From an optimization exercise on the open Yosys and OpenROAD flow, aimed at small area, a short achievable clock period and few clock cycles; shortcuts taken in it are not production practice. In this exercise RTL edits were held to simulation tests only and were not proved equivalent to the original. Power figures rest on the tool's default switching activity, not on a simulated workload.

==> v1 <==
## fir_filter_streaming
module fir_filter_streaming
#(
   parameter int TAPS = 8
)
(
   input  logic                clock,
   input  logic                reset,
   input  logic                req_valid,
   output logic                req_stall,
   input  logic signed [15:0]  req_sample,
   output logic                rsp_valid,
   input  logic                rsp_stall,
   output logic signed [34:0]  rsp_filtered,
   input  logic                csr_write_en,
   input  logic [7:0]          csr_index,
   input  logic signed [15:0]  csr_wdata
);
clock: 8.0 ns
lec_check: 0
abc_area: 1
cap_margin: 20
core_margin: 2
core_utilization: 40
setup_slack_margin: 4.4
slew_margin: 20
synth_hierarchical: 1
synth_minimum_keep_size: 0
run.sh (not shown) runs the stock make flow with config.mk's settings and CLKGATE_MAP_FILE= SYNTH_SCRIPT=/design/flow/synth_recipe.tcl, a recipe that flattens the netlist after the stock synthesis.
==> v31 (differences from v1) <==
CORE_UTILIZATION = 60   (was 40)
==> qor summary <==
| quantity | v31 | v1 |
|---|---|---|
| All-Layer GR Usage | 0.559 | 0.393 |
| Total leakage power | 0.0383 µW | 0.0385 µW |
| Number of diodes added for antenna fixing | 32 | 41 |
| Placed cell count | 7272 | 7964 |
| Power density over the cells | 157 nW/µm² | 159 nW/µm² |
| Fill cell instance count of the final layout | 8113 | 15200 |
| Post-route cell area | 77700 µm² | 79300 µm² |
| Non-clock buffer instance count of the final layout | 512 | 548 |
| Routing usage on met3 | 0.373 | 0.207 |
| R2R Path End | p1_q[137] | p1_q[223] |
| Vias in the first global route | 56200 | 54400 |
| Switching share of power | 0.335 | 0.330 |
| Minimum setup slack among reg-to-reg paths | 4.24 ns | 4.25 ns |
| Run status | complete, no violations | complete, no violations |
| Wire length of the first global-routing pass | 443 mm | 464 mm |
| Number of rows in the core area | 123 | 150 |
| Internal Pwr Total | 8110 µW | 8460 µW |
| Final non-filler cell total | 7819 | 8597 |
| FF/Latch Area | 20500 µm² | 20500 µm² |
| Post-detailed-routing wire length | 328 mm | 348 mm |
Testbench counts of v1, summed over its fixed seeds: cycles 16,024.
Testbench counts of v31, summed over its fixed seeds: cycles 16,024.

========
==> inputs of indigo <==
Another version of the RTL of fir_filter_streaming (not shown whole).
export LEC_CHECK = 0
export ABC_AREA = 1
export CAP_MARGIN = 20
export CORE_MARGIN = 2
export CORE_UTILIZATION = 40
export SETUP_SLACK_MARGIN = 4.0
export SLEW_MARGIN = 20
create_clock -name core_clock -period 8.0 [get_ports {clock}]
==> amber (differences from indigo) <==
--- a/flow/design.v
+++ b/flow/design.v
@@ -41,18 +41,18 @@
    logic [15:0] hist2_q;
    logic [15:0] hist3_q;
    logic [15:0] hist4_q;
    logic [15:0] hist5_q;
    logic [15:0] hist6_q;
    logic [15:0] hist7_q;
    logic [298:0] p1_q;   
    logic [59:0] p2_q;   
-   logic [1:0] vld_q;   
-   logic adv, accept, r_free, r_vld_q;
+   logic [2:0] vld_q;   
+   logic adv, accept;
    logic [34:0] row_a, row_b, sum;
    logic bneg_0_0, bone_0_0, btwo_0_0;
    logic pp_0_0_0;
    logic pp_0_0_1;
    logic pp_0_0_2;
    logic pp_0_0_3;
    logic pp_0_0_4;
    logic pp_0_0_5;
@@ -3430,21 +3430,20 @@
    logic s2227;
    logic c2228;
    logic s2229;
    logic c2230;
    logic s2231;
    logic c2232;
    logic s2233;
    logic c2234;
-   assign adv       = r_free;
+   assign adv       = !(vld_q[2] && rsp_stall);
    assign req_stall = !adv;
    assign accept    = req_valid && adv;
-   assign r_free    = !r_vld_q || !rsp_stall;
-   assign rsp_valid = r_vld_q;
+   assign rsp_valid = vld_q[2];
    always_ff @(posedge clock) begin
       if (reset) begin
          w0_q <= '0;
          w1_q <= '0;
          w2_q <= '0;
          w3_q <= '0;
          w4_q <= '0;
          w5_q <= '0;
@@ -3482,17 +3481,17 @@
          hist6_q <= hist5_q;
          hist7_q <= hist6_q;
       end
    end
    always_ff @(posedge clock) begin
       if (reset) begin
          vld_q <= '0;
       end else if (adv) begin
-         vld_q <= {vld_q[0:0], accept};
+         vld_q <= {vld_q[1:0], accept};
       end
    end
    always_ff @(posedge clock) begin
       if (adv) begin
          p1_q[0] <= s11;
          p1_q[1] <= s13;
          p1_q[2] <= s27;
          p1_q[3] <= s53;
@@ -3846,27 +3845,16 @@
          p2_q[52] <= c2176;
          p2_q[53] <= s2183;
          p2_q[54] <= s2191;
          p2_q[55] <= c2192;
          p2_q[56] <= s2195;
          p2_q[57] <= s2199;
          p2_q[58] <= c2198;
          p2_q[59] <= c2200;
-      end
-   end
-   always_ff @(posedge clock) begin
-      if (reset) begin
-         r_vld_q <= 1'b0;
-      end else if (r_free) begin
-         r_vld_q <= vld_q[1];
-      end
-   end
-   always_ff @(posedge clock) begin
-      if (r_free) begin
          rsp_filtered <= sum;
       end
    end
    assign bneg_0_0 = w0_q[1];
    assign bone_0_0 = w0_q[0];
    assign btwo_0_0 = w0_q[1] & ~w0_q[0];
    assign pp_0_0_0 = ((bone_0_0 & req_sample[0])) ^ bneg_0_0;
    assign pp_0_0_1 = ((bone_0_0 & req_sample[1]) | (btwo_0_0 & req_sample[0])) ^ bneg_0_0;
SETUP_SLACK_MARGIN = default   (was 4.0)
==> quartz (differences from indigo) <==
SETUP_SLACK_MARGIN = 4.4   (was 4.0)
==> qor summary <==
|  | amber | indigo | quartz |
|---|---|---|---|
| Maximum cell stage delay along the critical path | 1040 ps | 570 ps | 830 ps |
| Net total in the final layout | 8117 | 8289 | 8683 |
| Area fraction of clock buffers and clock inverters | 0.0421 | 0.0364 | 0.0322 |
| Final worst hold slack | 425 ps | 418 ps | 418 ps |
| Cell at the slowest stage of the critical path | sky130_fd_sc_hd__o21ai_2 | sky130_fd_sc_hd__dfxtp_1 | sky130_fd_sc_hd__fa_2 |
| Flop-to-flop setup slack | 2180 ps | 3960 ps | 4130 ps |
| Post-synthesis share of cell area spent on and, or, nand and nor gates | 0.0505 | 0.0520 | 0.0520 |
| Post-Syn Instances | 7085 | 7093 | 7093 |
| Count of cells resized by post-cts repair | 0 | 451 | 1392 |
| Launch point of the worst path | w2_q[11] | hist1_q[8] | w4_q[13] |
| Area occupied by multi-input gates | 0.0442 mm^2 | 0.0454 mm^2 | 0.0495 mm^2 |
| Total net switching power | 0.00409 W | 0.00395 W | 0.00402 W |
| Run status | finished clean | finished clean | finished clean |
| Routed length on met2 | 150000 um | 141000 um | 147000 um |
| Number of distinct standard cells referenced by the synthesized netlist | 35 | 36 | 36 |
| Power consumed by combinational cells | 0.00307 W | 0.00296 W | 0.00311 W |
| Maximum ir drop on the vdd rail | 168 uV | 174 uV | 168 uV |
| Number of placed cells counting well taps | 9064 | 9015 | 9009 |
| Sum of met3 wire segment lengths after detailed routing | 47200 um | 45700 um | 52300 um |
| Capturing element of the worst setup path | p1_q[89] | p1_q[76] | p1_q[225] |
| Global routing usage on met1 | 0.547 | 0.523 | 0.507 |
| First-pass GRT wire length | 487000 um | 468000 um | 489000 um |
| Detailed-routing wirelength on met1 | 140000 um | 130000 um | 129000 um |
| Global Route met2 Usage | 0.596 | 0.562 | 0.584 |
Testbench counts of indigo, summed over its fixed seeds: cycles 16,024.
Testbench counts of amber, summed over its fixed seeds: cycles 16,024.
Testbench counts of quartz, summed over its fixed seeds: cycles 16,024.

what the ideal ports hide:
The flow's constraints put no driver on any port. The routed layouts listed below were extracted and timed again, unchanged, in two steps. Step 1 sets driving cells, clkbuf_16 on the clock port and buf_2 on the other inputs (assumed; they add their load-dependent delay and slew). Step 2 also shifts input and output timing later by t, the mid clock arrival at the registers, as if the neighbouring blocks saw the same clock. Three values: ideal ports, drivers, drivers and shift; two values: the first two.
run	t (ns)	setup WS [ns]	hold slack, ns	slew at the worst register clock pin (ns)
v1	0.842	4.247 / 4.247 / 3.552	0.426 / 0.426 / 0.426	0.07 / 0.07
v31	0.836	4.238 / 4.238 / 3.665	0.426 / 0.426 / 0.426	0.08 / 0.08
indigo	0.857	3.964 / 3.964 / 3.208	0.418 / 0.418 / 0.418	0.09 / 0.09
amber	0.834	2.177 / 2.177 / 1.770	0.425 / 0.425 / 0.425	0.07 / 0.07
quartz	0.842	4.129 / 4.129 / 3.582	0.418 / 0.418 / 0.418	0.08 / 0.08
After both steps setup and hold are still met in every run listed. The setup slack of indigo, which loses most, moves by 0.000 ns with the drivers and by -0.756 ns with both steps.
